This design comes from an exercise in tuning for small area, a short achievable clock period and few clock cycles per item on the open sky130 flow, not from production work. Function was not checked in any run shown here: the RTL went through the layout flow alone. Power figures rest on the tool's default switching activity, not on a simulated workload.

## flow/config.mk

```make
export PLATFORM = sky130hd
export DESIGN_NAME = beacon_id_table_to_channel_mapper_unit
export DESIGN_NICKNAME = beacon_id_table_to_channel_mapper_unit
export VERILOG_FILES = /design/flow/design.v
export SDC_FILE = /design/flow/constraint.sdc
export NUM_CORES = 4
export LEC_CHECK = 0
export CAP_MARGIN = 20
export CORE_MARGIN = 2
export CORE_UTILIZATION = 40
export CTS_BUF_LIST = sky130_fd_sc_hd__clkbuf_16
export CTS_CLUSTER_DIAMETER = 120
export CTS_CLUSTER_SIZE = 25
export SETUP_SLACK_MARGIN = 2.5
export SLEW_MARGIN = 20
```

## flow/constraint.sdc

```tcl
create_clock -name core_clock -period 5.0 [get_ports {clk}]
set_input_delay 1.0000 -clock core_clock [delete_from_list [all_inputs] [get_ports {clk}]]
set_output_delay 1.0000 -clock core_clock [all_outputs]
set_load 0.01 [all_outputs]
```

## flow/design.v

```verilog
`timescale 1ns / 1ps
package bidm_pkg;
  localparam int MAX_SENSORS = 16;
  localparam int IDX_W = (MAX_SENSORS > 1) ? $clog2(MAX_SENSORS) : 1;
  localparam int CNT_W = $clog2(MAX_SENSORS + 1);
  localparam logic [15:0] COMPANY_CODE = 16'h015d;
  localparam logic [7:0]  MIN_PAYLOAD  = 8'd21;
  typedef enum logic [1:0] {
    OP_SIGHTING = 2'd0,
    OP_SCAN     = 2'd1,
    OP_CLEAR    = 2'd2,
    OP_ADD      = 2'd3
  } opcode_t;
  typedef enum logic [3:0] {
    ST_SHORT       = 4'd0,
    ST_FOREIGN     = 4'd1,
    ST_KNOWN_HIT   = 4'd2,
    ST_NEW_HIT     = 4'd3,
    ST_ADDED       = 4'd4,
    ST_FULL        = 4'd5,
    ST_SCAN        = 4'd6,
    ST_CLEARED     = 4'd7,
    ST_KNOWN_ADDED = 4'd8,
    ST_ADD_FULL    = 4'd9
  } status_t;
  typedef enum logic [1:0] {
    S_IDLE,
    S_SEARCH,
    S_FINISH
  } fsm_state_t;
  typedef struct packed {
    opcode_t            opcode;
    logic [7:0]         payload_length;
    logic [15:0]        company_id;
    logic [63:0]        sensor_id;
    logic signed [7:0]  accel_x;
    logic signed [7:0]  accel_y;
    logic signed [7:0]  accel_z;
  } in_item_t;
  typedef struct packed {
    status_t     status;
    logic [3:0]  entry_index;
    logic [6:0]  channel_base;
    logic [7:0]  x_positive;
    logic [7:0]  x_negative;
    logic [7:0]  y_positive;
    logic [7:0]  y_negative;
    logic [7:0]  z_positive;
    logic [7:0]  z_negative;
    logic        send_request;
    logic        all_known_seen;
  } out_item_t;
  function automatic logic [7:0] pos_part(input logic signed [7:0] v);
    logic [7:0] r;
    r = 8'd0;
    if (!v[7] && (v != 8'sd0)) begin
      r = {v[6:0], 1'b0};
    end
    pos_part = r;
  endfunction
  function automatic logic [7:0] neg_part(input logic signed [7:0] v);
    logic [7:0] r;
    r = 8'd0;
    if (v[7]) begin
      r = 8'd0 - {v[6:0], 1'b0};
    end
    neg_part = r;
  endfunction
  function automatic logic [6:0] chan_base(input logic [IDX_W-1:0] idx);
    logic [IDX_W+2:0] p;
    p = {1'b0, idx, 2'b00} + {2'b00, idx, 1'b0};
    chan_base = 7'(p);
  endfunction
  function automatic logic [MAX_SENSORS-1:0] below_mask(input logic [CNT_W-1:0] cnt);
    logic [MAX_SENSORS-1:0] m;
    for (int i = 0; i < MAX_SENSORS; i++) begin
      m[i] = (CNT_W'(i) < cnt);
    end
    below_mask = m;
  endfunction
endpackage
`timescale 1ns / 1ps
module beacon_id_table_to_channel_mapper_unit (
  input  logic         clk,
  input  logic         rst_n,
  input  logic         in_valid,
  output logic         in_ready,
  input  logic [1:0]   in_opcode,
  input  logic [7:0]   in_payload_length,
  input  logic [15:0]  in_company_id,
  input  logic [63:0]  in_sensor_id,
  input  logic [7:0]   in_accel_x,
  input  logic [7:0]   in_accel_y,
  input  logic [7:0]   in_accel_z,
  output logic         out_valid,
  input  logic         out_ready,
  output logic [3:0]   out_status,
  output logic [3:0]   out_entry_index,
  output logic [6:0]   out_channel_base,
  output logic [7:0]   out_x_positive,
  output logic [7:0]   out_x_negative,
  output logic [7:0]   out_y_positive,
  output logic [7:0]   out_y_negative,
  output logic [7:0]   out_z_positive,
  output logic [7:0]   out_z_negative,
  output logic         out_send_request,
  output logic         out_all_known_seen,
  input  logic         cfg_we,
  input  logic         cfg_wdata
);
  localparam int N = 16;
  localparam int QN = 3;     
  localparam int RW = 4 + 4 + 1 + 1 + 1 + 24;
  logic [63:0]   id_mem [N];
  logic [N-1:0]  km_r;       
  logic [N-1:0]  tm_r;       
  logic [N-1:0]  seen_r;
  logic [N-1:0]  ma_r;       
  logic [N-1:0]  mb_r;       
  logic          out_en_r;
  logic          in_ready_r;
  logic          accept;
  assign in_ready = in_ready_r;
  assign accept   = in_valid && in_ready_r;
  logic          s1_v;
  logic [63:0]   s1_id;
  logic          s1_look, s1_short, s1_scan, s1_clear, s1_add;
  logic [23:0]   s1_acc;
  always_ff @(posedge clk) begin
    s1_id    <= in_sensor_id;
    s1_look  <= (in_opcode == 2'd0) && (in_payload_length >= 8'd21) &&
                (in_company_id == 16'h015d);
    s1_short <= (in_payload_length < 8'd21);
    s1_scan  <= (in_opcode == 2'd1);
    s1_clear <= (in_opcode == 2'd2);
    s1_add   <= (in_opcode == 2'd3);
    s1_acc   <= {in_accel_x, in_accel_y, in_accel_z};
  end
  logic          s2_v;
  logic [N-1:0]  s2_eq;
  logic          s2_eqp;
  logic          s2_any_t;   
  logic          s2_any_k;   
  logic [63:0]   s2_id;
  logic          s2_look, s2_short, s2_scan, s2_clear, s2_add;
  logic [23:0]   s2_acc;
  logic          p_append, p_grow, p_clear;    
  always_ff @(posedge clk) begin
    logic [N-1:0] eq;
    for (int i = 0; i < N; i++) begin
      eq[i] = (id_mem[i] == s1_id);
    end
    s2_eq    <= eq;
    s2_eqp   <= (s2_id == s1_id);
    s2_any_t <= |(eq & tm_r);
    s2_any_k <= |(eq & km_r);
    s2_id    <= s1_id;
    s2_look  <= s1_look;
    s2_short <= s1_short;
    s2_scan  <= s1_scan;
    s2_clear <= s1_clear;
    s2_add   <= s1_add;
    s2_acc   <= s1_acc;
  end
  logic          is_sight;
  logic [N-1:0]  match, pre_m, fm;
  logic [N-1:0]  oh_t, oh_k, we;
  logic          any, khit, full, kfull, hit, append, grow;
  logic [N-1:0]  missing, low_m;
  logic          m_zero, m_one;
  assign is_sight = !s2_scan && !s2_clear && !s2_add;
  always_comb begin
    match = (ma_r & s2_eq) | (mb_r & {N{s2_eqp}});
    pre_m[0] = 1'b0;
    for (int i = 1; i < N; i++) begin
      pre_m[i] = pre_m[i-1] | match[i-1];
    end
    fm = match & ~pre_m;
    oh_t[0] = !tm_r[0];
    oh_k[0] = !km_r[0];
    for (int i = 1; i < N; i++) begin
      oh_t[i] = tm_r[i-1] && !tm_r[i];
      oh_k[i] = km_r[i-1] && !km_r[i];
    end
    missing = km_r & ~seen_r;
    low_m[0] = 1'b0;
    for (int i = 1; i < N; i++) begin
      low_m[i] = low_m[i-1] | missing[i-1];
    end
    low_m = ~low_m & ~missing;
    m_zero = (missing == '0);
    m_one  = ((missing & (missing - 1'b1)) == '0);
    if (p_clear) begin
      any  = 1'b0;
      khit = 1'b0;
    end else if (p_grow) begin
      any  = s2_any_k || s2_eqp;
      khit = s2_any_k || s2_eqp;
    end else begin
      any  = s2_any_t || (p_append && s2_eqp);
      khit = s2_any_k;
    end
  end
  assign full   = tm_r[N-1];
  assign kfull  = km_r[N-1];
  assign hit    = s2_look && any;
  assign append = s2_v && s2_look && !any && !full;
  assign grow   = s2_v && s2_add && !kfull;
  assign we     = (s2_v && s2_add) ? oh_k : oh_t;
  logic [3:0]    st_h, idx_h;
  logic [6:0]    base_h;
  logic          all_h;
  logic [RW-1:0] res;
  always_comb begin
    logic [N-1:0] sel;
    logic         all_hit;
    st_h = 4'd0;
    if (s2_look) begin
      if (any) st_h = khit ? 4'd2 : 4'd3;
      else     st_h = full ? 4'd5 : 4'd4;
    end else if (is_sight) begin
      st_h = s2_short ? 4'd0 : 4'd1;
    end else if (s2_scan) begin
      st_h = 4'd6;
    end else if (s2_clear) begin
      st_h = 4'd7;
    end else begin
      st_h = kfull ? 4'd9 : 4'd8;
    end
    if (s2_look) sel = any ? fm : oh_t;
    else if (s2_add) sel = oh_k;
    else sel = '0;
    idx_h  = '0;
    base_h = '0;
    for (int i = 0; i < N; i++) begin
      if (sel[i]) begin
        idx_h  = idx_h | 4'(i);
        base_h = base_h | 7'(6 * i);
      end
    end
    all_hit = m_zero || (m_one && |(match & missing) && !(|(match & low_m)));
    if (is_sight) all_h = hit ? all_hit : m_zero;
    else if (s2_scan) all_h = !km_r[0];
    else if (s2_clear) all_h = 1'b1;
    else all_h = kfull && m_zero;
    res = {st_h, idx_h, s2_look && khit && out_en_r, all_h, hit, s2_acc};
  end
  always_ff @(posedge clk) begin
    logic [N-1:0] tm_n;
    tm_n = tm_r;
    if (!rst_n) begin
      km_r   <= '0;
      tm_n   = '0;
      seen_r <= '0;
    end else if (s2_v) begin
      if (s2_look) begin
        if (any) begin
          seen_r <= seen_r | fm;
        end else if (!full) begin
          seen_r <= seen_r | oh_t;
          tm_n   = {tm_r[N-2:0], 1'b1};
        end
      end else if (s2_scan) begin
        seen_r <= seen_r & ~km_r;
      end else if (s2_clear) begin
        km_r   <= '0;
        tm_n   = '0;
        seen_r <= '0;
      end else if (s2_add && !kfull) begin
        seen_r <= seen_r & ~oh_k;
        km_r   <= {km_r[N-2:0], 1'b1};
        tm_n   = {km_r[N-2:0], 1'b1};
      end
    end
    tm_r     <= tm_n;
    ma_r     <= tm_n & ~we;
    mb_r     <= tm_n & we;
    p_append <= append;
    p_grow   <= grow;
    p_clear  <= s2_v && s2_clear;
  end
  always_ff @(posedge clk) begin
    for (int i = 0; i < N; i++) begin
      if (we[i]) begin
        id_mem[i] <= s2_id;
      end
    end
  end
  logic          ov_r;
  logic [1:0]    skc_r, skc_nxt;
  logic [RW-1:0] sk_r [QN];
  logic          out_free, pop;
  logic [3:0]    o_status;
  logic [3:0]    o_idx;
  logic [6:0]    o_base;
  logic [7:0]    o_xp, o_xn, o_yp, o_yn, o_zp, o_zn;
  logic          o_send;
  logic          o_all;
  assign out_free = !ov_r || out_ready;
  assign pop      = out_free && (skc_r != 2'd0);
  always_comb begin
    skc_nxt = skc_r;
    if (pop && !s2_v) skc_nxt = skc_r - 2'd1;
    if (!out_free && s2_v) skc_nxt = skc_r + 2'd1;
  end
  always_ff @(posedge clk) begin
    if (!rst_n) begin
      ov_r       <= 1'b0;
      skc_r      <= 2'd0;
      s1_v       <= 1'b0;
      s2_v       <= 1'b0;
      in_ready_r <= 1'b0;
      out_en_r   <= 1'b0;
    end else begin
      if (cfg_we) begin
        out_en_r <= cfg_wdata;
      end
      if (out_free) begin
        ov_r <= (skc_r != 2'd0) || s2_v;
      end
      skc_r      <= skc_nxt;
      s1_v       <= accept;
      s2_v       <= s1_v;
      in_ready_r <= ({1'b0, skc_nxt} + {2'b00, accept} + {2'b00, s1_v}) < 3'd3;
    end
  end
  function automatic logic [7:0] pos_part(input logic [7:0] v, input logic h);
    pos_part = (h && !v[7] && (v != 8'd0)) ? {v[6:0], 1'b0} : 8'd0;
  endfunction
  function automatic logic [7:0] neg_part(input logic [7:0] v, input logic h);
    neg_part = (h && v[7]) ? (8'd0 - {v[6:0], 1'b0}) : 8'd0;
  endfunction
  always_ff @(posedge clk) begin
    logic [RW-1:0] r;
    for (int j = 0; j < QN; j++) begin
      if (pop) begin
        if (j + 1 < QN && skc_r > 2'(j + 1)) sk_r[j] <= sk_r[j + 1];
        else if (skc_r == 2'(j + 1)) sk_r[j] <= res;
      end else if (skc_r == 2'(j)) begin
        sk_r[j] <= res;
      end
    end
    if (out_free) begin
      r = pop ? sk_r[0] : res;
      o_status <= r[34:31];
      o_idx    <= r[30:27];
      o_base   <= pop ? 7'({sk_r[0][30:27], 2'b00} + {sk_r[0][30:27], 1'b0}) : base_h;
      o_send   <= r[26];
      o_all    <= r[25];
      o_xp     <= pos_part(r[23:16], r[24]);
      o_xn     <= neg_part(r[23:16], r[24]);
      o_yp     <= pos_part(r[15:8], r[24]);
      o_yn     <= neg_part(r[15:8], r[24]);
      o_zp     <= pos_part(r[7:0], r[24]);
      o_zn     <= neg_part(r[7:0], r[24]);
    end
  end
  assign out_valid          = ov_r;
  assign out_status         = o_status;
  assign out_entry_index    = o_idx;
  assign out_channel_base   = o_base;
  assign out_x_positive     = o_xp;
  assign out_x_negative     = o_xn;
  assign out_y_positive     = o_yp;
  assign out_y_negative     = o_yn;
  assign out_z_positive     = o_zp;
  assign out_z_negative     = o_zn;
  assign out_send_request   = o_send;
  assign out_all_known_seen = o_all;
endmodule
```

## flow/flow/run.sh

```bash
#!/bin/bash
# The standard layout, except that the port buffers are buf_4 cells: left to itself
# buffer_ports picks a delay cell (clkdlybuf4s50_1) for every input and output port.
set -euo pipefail
export BUFFER_PORTS_ARGS="-buffer_cell sky130_fd_sc_hd__buf_4"
bash standard.sh > standard.log 2>&1
```

## flow/standard.sh

```bash
#!/bin/bash
# synth_recipe.tcl (not shown) runs the flow's synth.tcl, then flattens the netlist and writes it again
# the make line also repeats each setting of config.mk as NAME=value (left out here)
make -C /OpenROAD-flow-scripts/flow DESIGN_CONFIG=/design/flow/config.mk WORK_HOME=/design/flow/orfs CLKGATE_MAP_FILE= SYNTH_SCRIPT=/design/flow/synth_recipe.tcl "${@:-finish}"
```

==> impl_metrics.yaml, run 1 <==
clock_tree:
  clock_sinks: 1481
  clk_root_buffer_cell: "clkbuf_16"
  numCtsBuffers: 69
  clk_pin_slew_ps: 110
  htree_levels: 3
  clkLatencyLatePin_ps: 730
  cts_tree: "built"
  cts_max_path_buffers: 3
min_path:
  hold_class: "reg -> reg"
worst_setup_path:
  crit_chain: "xor2_1 -> nor4_2 -> nand4_1 -> nor4_2 -> buf_4 -> a22o_1 -> a221oi_1 -> nand4_1"
  cp_max_fo: 8
  crit_buf_inv: 1
  end_kind: "flop"
  worst_ep_arrival_time_ps: 3280
  max_stage_delay_ps: 620
  cp_top_family: "simple AND/OR/NAND/NOR gates"
  startpoint_type: "flop"
  cp_slowest_cell: "nand4_1"
  worstPathRequired_ps: 5660
  crit_type: "reg -> reg"
yosys:
  synth_seq_cells: 1481
  yosysWarnings: 3
  synth_edf_count: 1186
  async_reset_ff_frac: 0
  avgSynthCellArea_um2: 14.7
  synth_cell_types: 68
  yosysSeqAreaShare: 0.695
  syn_inst: 4062
  synth_ff_type: "edfxtp_1"
  synth_area_mm2: 0.0598
placement:
  gp_congestion: 0.932
  dp_hpwl_um: 138000
  port_buffers: 179
  pre_cts_slack_ps: 1210
route:
  post_drt_wl_per_cell_um: 34.0
  vias: 38000
  viasPerCell: 5.79
  final_antenna_net_count: 0
  drtIter0Drc: 5665
  drc: 0
  drtPass1Iterations: 7
  wl_um: 223000
power_and_ir_drop:
  switching_share: 0.277
  clkPwrFrac: 0.260
  p_sw_uw: 7130
  comb_power_share: 0.162
  p_leak_uw: 0.0254
  power_density_mw_per_mm2: 362
  p_int_uw: 18600
  seq_power_share: 0.578
  vdd_ir_drop_max_uv: 344
die:
  initial_utilization: 0.404
  die_area_mm2: 0.153
  die_w_um: 391
  dieHeight_um: 391
  pin_count: 187
  num_rows: 141
  core-area_mm2: 0.148
global_routing:
  grt_pass1_wl_um: 299000
  grt_pass1_vias: 35500
  antenna_found_initial: 19
  grt_max_degree: 67
  grt_use_total: 0.288
  grt-ovfl-total: 0
layout:
  num-nets-final: 4697
  final_cell_mix: "edfxtp_1 (1186), xor2_1 (1090), buf_4 (490), dfxtp_1 (217), nor4_1 (201)"
  drive_gt1_frac: 0.221
  final_common_cell: "edfxtp_1"
  areaGrowthSynthToFinish_pct: 19.0
  fill_cells: 12700
sta:
  max_slew_margin: 0.174
  finalCritPeriodShare: 0.525
  rsz0062_at_grt: "yes"
  fin_skew_ps: 59.4
  fin_crit_ps: 2620
  worst_slack_ps: 2380
  setup_viol: 0
  max_freq_mhz: 381
  hold_violations: 0
  worstMarginPinSlew_ps: 1240
  whs_ps: 310
  finalSetupTns_ps: 0
  slew_violations: 0
run_status:
  status: "finished clean"
job:
  maxCapViolCount: 0
[Yosys cell counts, types with 6 or more instances]
cell type	count	area share
a21oi_1	34	0.0028
nand3_1	9	0.00075
o211ai_1	14	0.0018
nor2_1	109	0.0068
mux2_2	33	0.0062
edfxtp_1	1186	0.60
a22o_1	17	0.0025
buf_2	70	0.0059
nor2b_1	56	0.0059
nor3_1	31	0.0026
a21boi_0	10	0.0013
buf_4	8	0.0010
clkbuf_1	121	0.0076
o21ai_0	89	0.0075
nand2_1	181	0.011
nor4_1	297	0.031
mux2i_1	34	0.0057
o22ai_1	24	0.0025
xnor2_1	8	0.0012
inv_1	45	0.0028
and3_1	10	0.0010
and2_1	7	0.00073
a22oi_1	48	0.0060
ha_1	13	0.0027
a21o_1	6	0.00075
a31oi_1	13	0.0014
nand2b_1	36	0.0038
xor2_1	1097	0.16
dfxtp_1	295	0.099
a221oi_1	10	0.0015
nand4_1	81	0.0085
[layer usage]
layer	wire length (um)	part of all wire	up-vias	global-route usage
li1	-	-	15700	-
met1	85500	0.38	19400	0.386
met2	100000	0.45	2325	0.448
met3	23100	0.10	490	0.0510
met4	14000	0.063	8	0.148
met5	54	0.00024	-	0
[cells by family after synthesis]
family	after synthesis	share of synthesized area
flip-flops	1481	0.695
XOR/XNOR	1105	0.162
AND/OR/NAND/NOR	844	0.0764
AO/OA/AOI/OAI	301	0.0338
buffers and inverters	248	0.0177
multiplexers	67	0.0119
adder cells (fa/ha/maj)	15	0.00339
other	1	0.0000628
[registers in the layout (all words and copies together) (netlist names), 16 cells and up]
name	flops
s2_id	64
seen_r	16
id_mem	1024
s1_id	64
s2_acc	24
mb_r	16
sk_r	105
s2_eq	16
tm_r	16
s1_acc	24
ma_r	16
km_r	16
[path summary, 6_finish.rpt]
check,cells past startpoint,to,startpoint,slack [ps]
hold reg to reg,0,s2_scan,s1_scan,310
setup / recovery,8,s2_any_k,s1_id[33],2380
hold / removal,0,s2_scan,s1_scan,310
setup reg to reg,8,s2_any_k,s1_id[33],2380
[through the flow]
| stage | total power, uW | utilization | cells | area, um^2 |
|---|---|---|---|---|
| 2_1_floorplan | 17000 | - | 4068 | 59900 |
| 3_3_place_gp | 18700 | 0.437 | 6202 | 64700 |
| 3_5_place_dp | 18800 | 0.438 | 6206 | 64800 |
| 4_1_cts | 25700 | 0.475 | 6504 | 70300 |
| 5_1_grt | 26500 | 0.480 | 6548 | 71100 |
| 6_report | 25800 | 0.480 | 6554 | 71100 |
[power groups by stage]
stage	sequential [uW]	combinational, uW	clock [uW]
2_1_floorplan	15100	1930	0
3_3_place_gp	15200	3510	0
3_5_place_dp	15200	3520	0
4_1_cts	14900	4040	6740
5_1_grt	15000	4410	7100
6_report	14900	4180	6680
[final cells by class]
cell class	instances	area, um^2	share of cell area
antenna	6	15.0	0.000211
clock buffer	72	1800	0.0253
clock inverter	55	273	0.00384
inverter	47	186	0.00262
multi-input combinational	2346	18800	0.264
sequential	1481	41800	0.587
tap	1930	2410	0.0340
timing repair buffer	617	5880	0.0827
[repair_timing]
action                                   CTS  global route
buffers inserted                         165            43
hold buffers                               0             0
hold endpoints to repair                   0             0
cloned                                     6             1
endpoints found under the setup margin  1105           383
resized for setup                        404            78
pin swaps                                 88            47
==> run 2: changes to the inputs <==
--- a/flow/design.v
+++ b/flow/design.v
@@ -115,8 +115,6 @@
   logic [N-1:0]  km_r;       
   logic [N-1:0]  tm_r;       
   logic [N-1:0]  seen_r;
-  logic [N-1:0]  ma_r;       
-  logic [N-1:0]  mb_r;       
   logic          out_en_r;
   logic          in_ready_r;
   logic          accept;
@@ -138,23 +136,56 @@
   end
   logic          s2_v;
   logic [N-1:0]  s2_eq;
-  logic          s2_eqp;
   logic          s2_any_t;   
   logic          s2_any_k;   
-  logic [63:0]   s2_id;
+  logic          s2_eq_t;    
+  logic          s2_eq_k;    
   logic          s2_look, s2_short, s2_scan, s2_clear, s2_add;
   logic [23:0]   s2_acc;
   logic          p_append, p_grow, p_clear;    
+  logic [N-1:0]  oh_t, oh_k;
+  logic          full, kfull, any, khit, append, grow, clear;
+  always_comb begin
+    oh_t[0] = !tm_r[0];
+    oh_k[0] = !km_r[0];
+    for (int i = 1; i < N; i++) begin
+      oh_t[i] = tm_r[i-1] && !tm_r[i];
+      oh_k[i] = km_r[i-1] && !km_r[i];
+    end
+  end
+  assign full   = tm_r[N-1];
+  assign kfull  = km_r[N-1];
+  assign append = s2_v && s2_look && !any && !full;    
+  assign grow   = s2_v && s2_add && !kfull;            
+  assign clear  = s2_v && s2_clear;
+  logic [N-1:0]  wpos;
+  always_comb begin
+    logic [N-1:0] oh0;
+    oh0 = '0;
+    oh0[0] = 1'b1;
+    if (clear)                  wpos = oh0;
+    else if (grow)              wpos = {oh_k[N-2:0], 1'b0};
+    else if (s1_v && s1_add)    wpos = oh_k;
+    else if (append)            wpos = {oh_t[N-2:0], 1'b0};
+    else                        wpos = oh_t;
+  end
+  always_ff @(posedge clk) begin
+    for (int i = 0; i < N; i++) begin
+      if (wpos[i]) begin
+        id_mem[i] <= s1_id;
+      end
+    end
+  end
   always_ff @(posedge clk) begin
     logic [N-1:0] eq;
     for (int i = 0; i < N; i++) begin
       eq[i] = (id_mem[i] == s1_id);
     end
     s2_eq    <= eq;
-    s2_eqp   <= (s2_id == s1_id);
     s2_any_t <= |(eq & tm_r);
     s2_any_k <= |(eq & km_r);
-    s2_id    <= s1_id;
+    s2_eq_t  <= |(eq & oh_t);
+    s2_eq_k  <= |(eq & oh_k);
     s2_look  <= s1_look;
     s2_short <= s1_short;
     s2_scan  <= s1_scan;
@@ -162,26 +193,18 @@
     s2_add   <= s1_add;
     s2_acc   <= s1_acc;
   end
-  logic          is_sight;
+  logic          is_sight, hit;
   logic [N-1:0]  match, pre_m, fm;
-  logic [N-1:0]  oh_t, oh_k, we;
-  logic          any, khit, full, kfull, hit, append, grow;
   logic [N-1:0]  missing, low_m;
   logic          m_zero, m_one;
   assign is_sight = !s2_scan && !s2_clear && !s2_add;
   always_comb begin
-    match = (ma_r & s2_eq) | (mb_r & {N{s2_eqp}});
+    match = s2_eq & tm_r;
     pre_m[0] = 1'b0;
     for (int i = 1; i < N; i++) begin
       pre_m[i] = pre_m[i-1] | match[i-1];
     end
     fm = match & ~pre_m;
-    oh_t[0] = !tm_r[0];
-    oh_k[0] = !km_r[0];
-    for (int i = 1; i < N; i++) begin
-      oh_t[i] = tm_r[i-1] && !tm_r[i];
-      oh_k[i] = km_r[i-1] && !km_r[i];
-    end
     missing = km_r & ~seen_r;
     low_m[0] = 1'b0;
     for (int i = 1; i < N; i++) begin
@@ -194,19 +217,14 @@
       any  = 1'b0;
       khit = 1'b0;
     end else if (p_grow) begin
-      any  = s2_any_k || s2_eqp;
-      khit = s2_any_k || s2_eqp;
+      any  = s2_any_k || s2_eq_k;
+      khit = s2_any_k || s2_eq_k;
     end else begin
-      any  = s2_any_t || (p_append && s2_eqp);
+      any  = s2_any_t || (p_append && s2_eq_t);
       khit = s2_any_k;
     end
   end
-  assign full   = tm_r[N-1];
-  assign kfull  = km_r[N-1];
-  assign hit    = s2_look && any;
-  assign append = s2_v && s2_look && !any && !full;
-  assign grow   = s2_v && s2_add && !kfull;
-  assign we     = (s2_v && s2_add) ? oh_k : oh_t;
+  assign hit = s2_look && any;
   logic [3:0]    st_h, idx_h;
   logic [6:0]    base_h;
   logic          all_h;
@@ -246,11 +264,9 @@
     res = {st_h, idx_h, s2_look && khit && out_en_r, all_h, hit, s2_acc};
   end
   always_ff @(posedge clk) begin
-    logic [N-1:0] tm_n;
-    tm_n = tm_r;
     if (!rst_n) begin
       km_r   <= '0;
-      tm_n   = '0;
+      tm_r   <= '0;
       seen_r <= '0;
     end else if (s2_v) begin
       if (s2_look) begin
@@ -258,32 +274,30 @@
           seen_r <= seen_r | fm;
         end else if (!full) begin
           seen_r <= seen_r | oh_t;
-          tm_n   = {tm_r[N-2:0], 1'b1};
+          tm_r   <= {tm_r[N-2:0], 1'b1};
         end
       end else if (s2_scan) begin
         seen_r <= seen_r & ~km_r;
       end else if (s2_clear) begin
         km_r   <= '0;
-        tm_n   = '0;
+        tm_r   <= '0;
         seen_r <= '0;
       end else if (s2_add && !kfull) begin
         seen_r <= seen_r & ~oh_k;
         km_r   <= {km_r[N-2:0], 1'b1};
-        tm_n   = {km_r[N-2:0], 1'b1};
+        tm_r   <= {km_r[N-2:0], 1'b1};
       end
     end
-    tm_r     <= tm_n;
-    ma_r     <= tm_n & ~we;
-    mb_r     <= tm_n & we;
-    p_append <= append;
-    p_grow   <= grow;
-    p_clear  <= s2_v && s2_clear;
   end
   always_ff @(posedge clk) begin
-    for (int i = 0; i < N; i++) begin
-      if (we[i]) begin
-        id_mem[i] <= s2_id;
-      end
+    if (!rst_n) begin
+      p_append <= 1'b0;
+      p_grow   <= 1'b0;
+      p_clear  <= 1'b0;
+    end else begin
+      p_append <= append;
+      p_grow   <= grow;
+      p_clear  <= clear;
     end
   end
   logic          ov_r;
==> run 2 against run 1 <==
Net effect:
- combinational power rose by 12%
- synthesized area down 4.4%
- via count down 4.4%
- sequential cell count is 95 lower
- non-clock buffer count up 203
- largest power group unchanged
- still clean on timing, DRC and antenna
==> impl_metrics.yaml, run 2 <==
layout:
  num-nets-final: 4703
  largest_reg_flops: 1024
  drive_gt1_frac: 0.268
  final_cell_mix: "edfxtp_1 (1186), xor2_1 (1031), buf_4 (513), nor4_1 (186), nand2_1 (153)"
  reg_top3: "id_mem: 1024 flops, sk_r: 105 flops, s1_id: 64 flops"
  final_common_cell: "edfxtp_1"
  fill_cells: 11700
  largest-register: "id_mem"
  areaGrowthSynthToFinish_pct: 26.7
route:
  viasPerCell: 5.58
  final_antenna_net_count: 0
  drc: 0
  post_drt_wl_per_cell_um: 29.9
  drtIter0Drc: 4239
  drtPass1Iterations: 6
  wl_um: 194000
  vias: 36300
global_routing:
  grt-ovfl-total: 0
  grt_pass1_wl_um: 263000
  antenna_found_initial: 6
  grt_pass1_vias: 33500
  grt_max_degree: 65
  grt_use_total: 0.255
yosys:
  ys_top_cells_by_count: "edfxtp_1 (1186), xor2_1 (1035), nor4_1 (277)"
  syn_inst: 3878
  synth_cell_types: 70
  synth_area_mm2: 0.0571
  synth.most_common_cell: "edfxtp_1"
  avgSynthCellArea_um2: 14.7
  ys_top_cells_by_area: "edfxtp_1 (62%), xor2_1 (16%), dfxtp_1 (7.0%)"
  yosysWarnings: 3
  synth_seq_cells: 1386
  synth_edf_count: 1186
  yosysSeqAreaShare: 0.693
  synth_top_cell_area_share: 0.623
  synth_top_area_cell: "edfxtp_1"
  synth_ff_type: "edfxtp_1"
  async_reset_ff_frac: 0
clock_tree:
  clk_pin_slew_ps: 110
  htree_levels: 3
  cts_tree: "built"
  clk_root_buffer_cell: "clkbuf_16"
  clkLatencyLatePin_ps: 730
  numCtsBuffers: 66
  cts_max_path_buffers: 3
  clock_sinks: 1386
worst_setup_path:
  crit_chain: "a222oi_1 -> nand4b_4 -> or4b_4 -> o32ai_4 -> buf_6 -> nor4_4 -> nand3_2 -> mux2_2"
  crit_buf_inv: 1
  worstPathRequired_ps: 5570
  max_stage_delay_ps: 670
  worst_ep_arrival_time_ps: 3300
  cp_top_family: "simple AND/OR/NAND/NOR gates"
  crit_type: "reg -> reg"
  cp_max_fo: 8
  cp_slowest_cell: "or4b_4"
  end_kind: "flop"
  startpoint_type: "flop"
  reg2reg_slack_ps: 2280
run_status:
  status: "finished clean"
die:
  die_w_um: 382
  die_area_mm2: 0.146
  pin_count: 187
  dieHeight_um: 382
  num_rows: 138
  core-area_mm2: 0.142
  initial_utilization: 0.403
sta:
  worstMarginPinSlew_ps: 1010
  fin_crit_ps: 2720
  finalCritPeriodShare: 0.544
  finalSetupTns_ps: 0
  fin_skew_ps: 56.2
  max_slew_margin: 0.327
  max_freq_mhz: 368
  setup_viol: 0
  whs_ps: 333
  rsz0062_at_grt: "yes"
  slew_violations: 0
  hold_violations: 0
placement:
  dp_hpwl_um: 107000
  port_buffers: 179
  gp_congestion: 0.932
power_and_ir_drop:
  p_leak_uw: 0.0258
  power_density_mw_per_mm2: 347
  vdd_ir_drop_max_uv: 399
min_path:
  hold_class: "reg -> reg"
job:
  maxCapViolCount: 0
[run 2: cell types whose count changed in the layout (fill, tap and decap cells not counted), moves of 25 or more]
cell | previous run | this run
dfxtp_1 | 217 | 117
buf_6 | 28 | 62
buf_12 | 75 | 115
nor2b_1 | 53 | 28
clkbuf_16 | 72 | 113
o21ai_0 | 71 | 43
buf_16 | 2 | 58
nor3_1 | 26 | 73
a22oi_1 | 35 | 8
xor2_1 | 1090 | 1031
[run 2: kinds of logic (layout without fill, tap and decap cells)]
kind of cell	count (synthesis)	in the layout	share of synthesized area
AO/OA/AOI/OAI	280	281	0.0337
buffers and inverters	247	969	0.0185
adder cells (fa/ha/maj)	16	16	0.00372
AND/OR/NAND/NOR	838	843	0.0783
other	1	10	0.0000656
multiplexers	68	68	0.0127
flip-flops	1386	1386	0.693
XOR/XNOR	1042	1042	0.160
[run 2: stage by stage]
stage,std cells,setup slack (ps),cell area (um^2),total power [uW],util
after global routing,6502,2200,72400,25900,0.511
after detailed placement,5923,1230,61900,17800,0.437
after CTS,6382,2340,69800,24700,0.493
final,6505,2280,72400,25100,0.511
after floorplan,3884,1390,57400,16400,-
after global placement,5923,1260,61900,17800,0.437
[run 2: area by class of cell]
cell class | instances | area, um^2 | area share
clock inverters | 44 | 250 | 0.00346
repair buffers | 820 | 10000 | 0.139
diodes | 3 | 7.51 | 0.000104
inverters | 37 | 143 | 0.00197
flip-flops and latches | 1386 | 39900 | 0.551
multi-input cells | 2257 | 18000 | 0.248
well taps | 1890 | 2360 | 0.0327
clock buffers | 68 | 1700 | 0.0235
[run 2: routing by layer]
layer	GRT usage	vias up	wire, um
li1	-	15500	-
met1	0.350	18700	78200
met2	0.415	1711	91600
met3	0.0396	325	16300
met4	0.0818	0	8380
met5	0	-	0
[run 2: path summary, 6_finish.rpt]
kind	depth (start not counted)	from	endpoint
setup / recovery	8	tm_r[0]	sk_r[0][27]
hold / removal	0	s1_acc[11]	s2_acc[11]
setup reg to reg	8	tm_r[0]	sk_r[0][27]
hold reg to reg	0	s1_acc[11]	s2_acc[11]
[run 2: timing repair]
item                        CTS  global route
setup buffers               297            66
resized for setup           378           155
setup endpoints to repair  1216          1115
hold buffers                  0             0
pin swaps                   108            70
gates cloned                 50            53
[run 2: worst reg2reg max path: cells and delay by family (launching register included)]
| kind | cells | cell delay, ps |
|---|---|---|
| buffers and inverters | 1 | 160 |
| and+or+nand+nor | 4 | 1130 |
| AOI/OAI and AO/OA | 2 | 770 |
| DFF | 1 | 360 |
| muxes | 1 | 170 |
[run 2: power by group]
group / switching (uW) / total, uW / internal (uW)
clock: 3740 / 6290 / 2540
sequential: 467 / 14200 / 13700
combinational: 2670 / 4680 / 2020
==> run 3: changes to the inputs <==
--- a/flow/config.mk
+++ b/flow/config.mk
@@ -13,3 +13,4 @@
 export CTS_CLUSTER_SIZE = 25
 export SETUP_SLACK_MARGIN = 2.5
 export SLEW_MARGIN = 20
+export TNS_END_PERCENT = 0
==> run 3 against run 2 <==
Net effect:
- global-route usage down 2.3 points
- cell count down 4.5%
- total power down 5.1%
- synthesized cell count unchanged
- cell area down 8.5%
- count of clock-buffer cells in the layout down 6
- sequential power about the same
- clock skew up 1.7 ps
==> impl_metrics.yaml, run 3 <==
run_status:
  status: "finished clean"
layout:
  final_cell_mix: "edfxtp_1 (1186), xor2_1 (1035), buf_4 (434), nor4_1 (249), nand2_1 (156)"
  fill_cells: 12200
  drive_gt1_frac: 0.184
  largest-register: "id_mem"
  largest_reg_flops: 1024
  num-nets-final: 4396
  utilization: 0.467
  reg_top3: "id_mem: 1024 flops, sk_r: 105 flops, s1_id: 64 flops"
  areaGrowthSynthToFinish_pct: 15.9
  finalNonFillerCells: 6210
  final_common_cell: "edfxtp_1"
clock_tree:
  htree_levels: 2
  clk_pin_slew_ps: 110
  clkLatencyLatePin_ps: 740
  numCtsBuffers: 61
  clk_root_buffer_cell: "clkbuf_16"
  cts_tree: "built"
  clock_sinks: 1386
  cts_max_path_buffers: 3
yosys:
  synth.most_common_cell: "edfxtp_1"
  yosysSeqAreaShare: 0.693
  yosysWarnings: 3
  async_reset_ff_frac: 0
  synth_ff_type: "edfxtp_1"
  ys_top_cells_by_count: "edfxtp_1 (1186), xor2_1 (1035), nor4_1 (277)"
  syn_inst: 3878
  avgSynthCellArea_um2: 14.7
  ys_top_cells_by_area: "edfxtp_1 (62%), xor2_1 (16%), dfxtp_1 (7.0%)"
  synth_seq_cells: 1386
  synth_top_cell_area_share: 0.623
  synth_top_area_cell: "edfxtp_1"
  synth_cell_types: 70
  synth_edf_count: 1186
  synth_area_mm2: 0.0571
route:
  drtIter0Drc: 3540
  viasPerCell: 5.44
  final_antenna_net_count: 0
  vias: 33800
  post_drt_wl_per_cell_um: 27.8
  drtPass1Iterations: 6
  drc: 0
  wl_um: 173000
sta:
  fin_crit_ps: 2860
  fin_skew_ps: 57.9
  finalSetupTns_ps: 0
  worstMarginPinSlew_ps: 946
  worst_slack_ps: 2140
  rsz0062_at_grt: "yes"
  slew_violations: 0
  finalCritPeriodShare: 0.572
  max_slew_margin: 0.367
  hold_violations: 0
  setup_viol: 0
  max_freq_mhz: 350
die:
  pin_count: 187
  die_area_mm2: 0.146
  initial_utilization: 0.403
  core-area_mm2: 0.142
  die_w_um: 382
  num_rows: 138
  dieHeight_um: 382
power_and_ir_drop:
  p_sw_uw: 6440
  seq_power_share: 0.596
  clkPwrFrac: 0.248
  power_density_mw_per_mm2: 360
  vdd_ir_drop_max_uv: 330
  p_int_uw: 17400
  p_leak_uw: 0.0232
  comb_power_share: 0.156
  switching_share: 0.270
global_routing:
  antenna_found_initial: 6
  grt-ovfl-total: 0
  grt_pass1_vias: 32000
  grt_max_degree: 65
  grt_pass1_wl_um: 242000
  grt_use_total: 0.232
worst_setup_path:
  worstPathRequired_ps: 5670
  max_stage_delay_ps: 490
  cp_top_family: "simple AND/OR/NAND/NOR gates"
  cp_slowest_cell: "dfxtp_4"
  crit_buf_inv: 2
  crit_type: "reg -> reg"
  end_kind: "flop"
  crit_chain: "buf_4 -> xor2_1 -> nor4_1 -> nand4_1 -> nor4_4 -> buf_4 -> a22oi_1 -> and4_1 -> nand4_1"
  cp_max_fo: 7
  startpoint_type: "flop"
  worst_ep_arrival_time_ps: 3530
min_path:
  hold_class: "reg -> reg"
job:
  maxCapViolCount: 0
placement:
  gp_congestion: 0.938
  port_buffers: 179
  dp.cells: 5936
  pre_cts_slack_ps: 1210
  dp_hpwl_um: 109000
==> run 3: path summary, 6_finish.rpt <==
check             startpoint  slack (ps)  endpoint  depth (start not counted)
setup / recovery   s1_id[11]        2140   s2_eq_t                          9
hold / removal       s1_scan         330   s2_scan                          0
setup reg to reg   s1_id[11]        2140   s2_eq_t                          9
hold reg to reg      s1_scan         330   s2_scan                          0
==> run 3: layout make-up <==
type | count | area [um^2] | share of cell area
antenna | 6 | 15.0 | 0.000227
inverter | 37 | 145 | 0.00219
clock buffer | 62 | 1550 | 0.0234
sequential | 1386 | 39900 | 0.602
clock inverter | 54 | 250 | 0.00378
tap | 1890 | 2360 | 0.0357
timing repair buffer | 522 | 4870 | 0.0736
multi-input combinational | 2253 | 17200 | 0.259
==> run 3: timing repair <==
| action | 4_1_cts | 5_1_grt |
|---|---|---|
| endpoints found under the setup margin | 1251 | 1209 |
| gates resized for setup | 155 | 17 |
| pin swaps | 28 | 3 |
| gates cloned | 4 | 0 |
| setup buffers | 143 | 4 |
| hold buffers | 0 | 0 |
==> run 3: cell families after synthesis <==
logic type	Yosys count	synth area share
muxes	68	0.0127
adders and majority gates	16	0.00372
and+or+nand+nor	838	0.0783
DFF	1386	0.693
xor gates and xnor gates	1042	0.160
buffers and inverters	247	0.0185
other	1	0.0000656
AOI/OAI and AO/OA	280	0.0337
==> run 3: stage by stage <==
stage	area (um^2)	hold slack, ps	total power (uW)
3_5_place_dp	62100	312	17900
2_1_floorplan	57400	310	16400
5_1_grt	66200	319	24700
6_report	66200	330	23900
3_3_place_gp	62100	311	17900
4_1_cts	66100	303	23900
==> run 3: per-layer routing <==
metal  vias to the layer above  global-route usage  routed length, um
met3                       189              0.0246              10900
met1                     17500               0.328              74800
met2                      1258               0.383              82500
met5                         -                   0                  0
met4                         0              0.0563               4420
li1                      14900                   -                  -
==> run 3: power groups by stage <==
stage                     Combinational, uW  Sequential (uW)  Clock, uW
after floorplan                        1960            14400          0
after global placement                 3240            14600          0
after detailed placement               3250            14600          0
after CTS                              3660            14200       6020
after global routing                   4030            14300       6380
final                                  3730            14200       5910

separate check: timing with driven ports:
The results above use ideal ports. As a check the final layouts listed here were re-extracted and re-timed, cells and wires unchanged. Step 1 assumes that a clkbuf_16 drives the clock port and a buf_2 every other input. Step 2 adds t to the input delays and takes it off the output delays; t is the mean of the earliest and latest rising clock arrival at the registers after step 1. Input paths then give back, and output paths get back, about the clock's delay inside the block. Three values: no drivers, after step 1, after step 2; two values: the first two.
run | t (ns) | setup WS [ns] | worst setup path after step 2 | clock arrival spread, ns
run 1 | 0.791 | 2.376 / 2.376 / 2.054 | input to register | 0.060 / 0.060
run 2 | 0.776 | 2.279 / 2.279 / 1.994 | input to register | 0.060 / 0.060
run 3 | 0.789 | 2.140 / 2.140 / 1.702 | input to register | 0.059 / 0.059
After both steps every run listed still meets setup and hold. For run 3, which loses most, drivers alone change the setup slack by 0.000 ns; drivers and shift together by -0.438 ns.
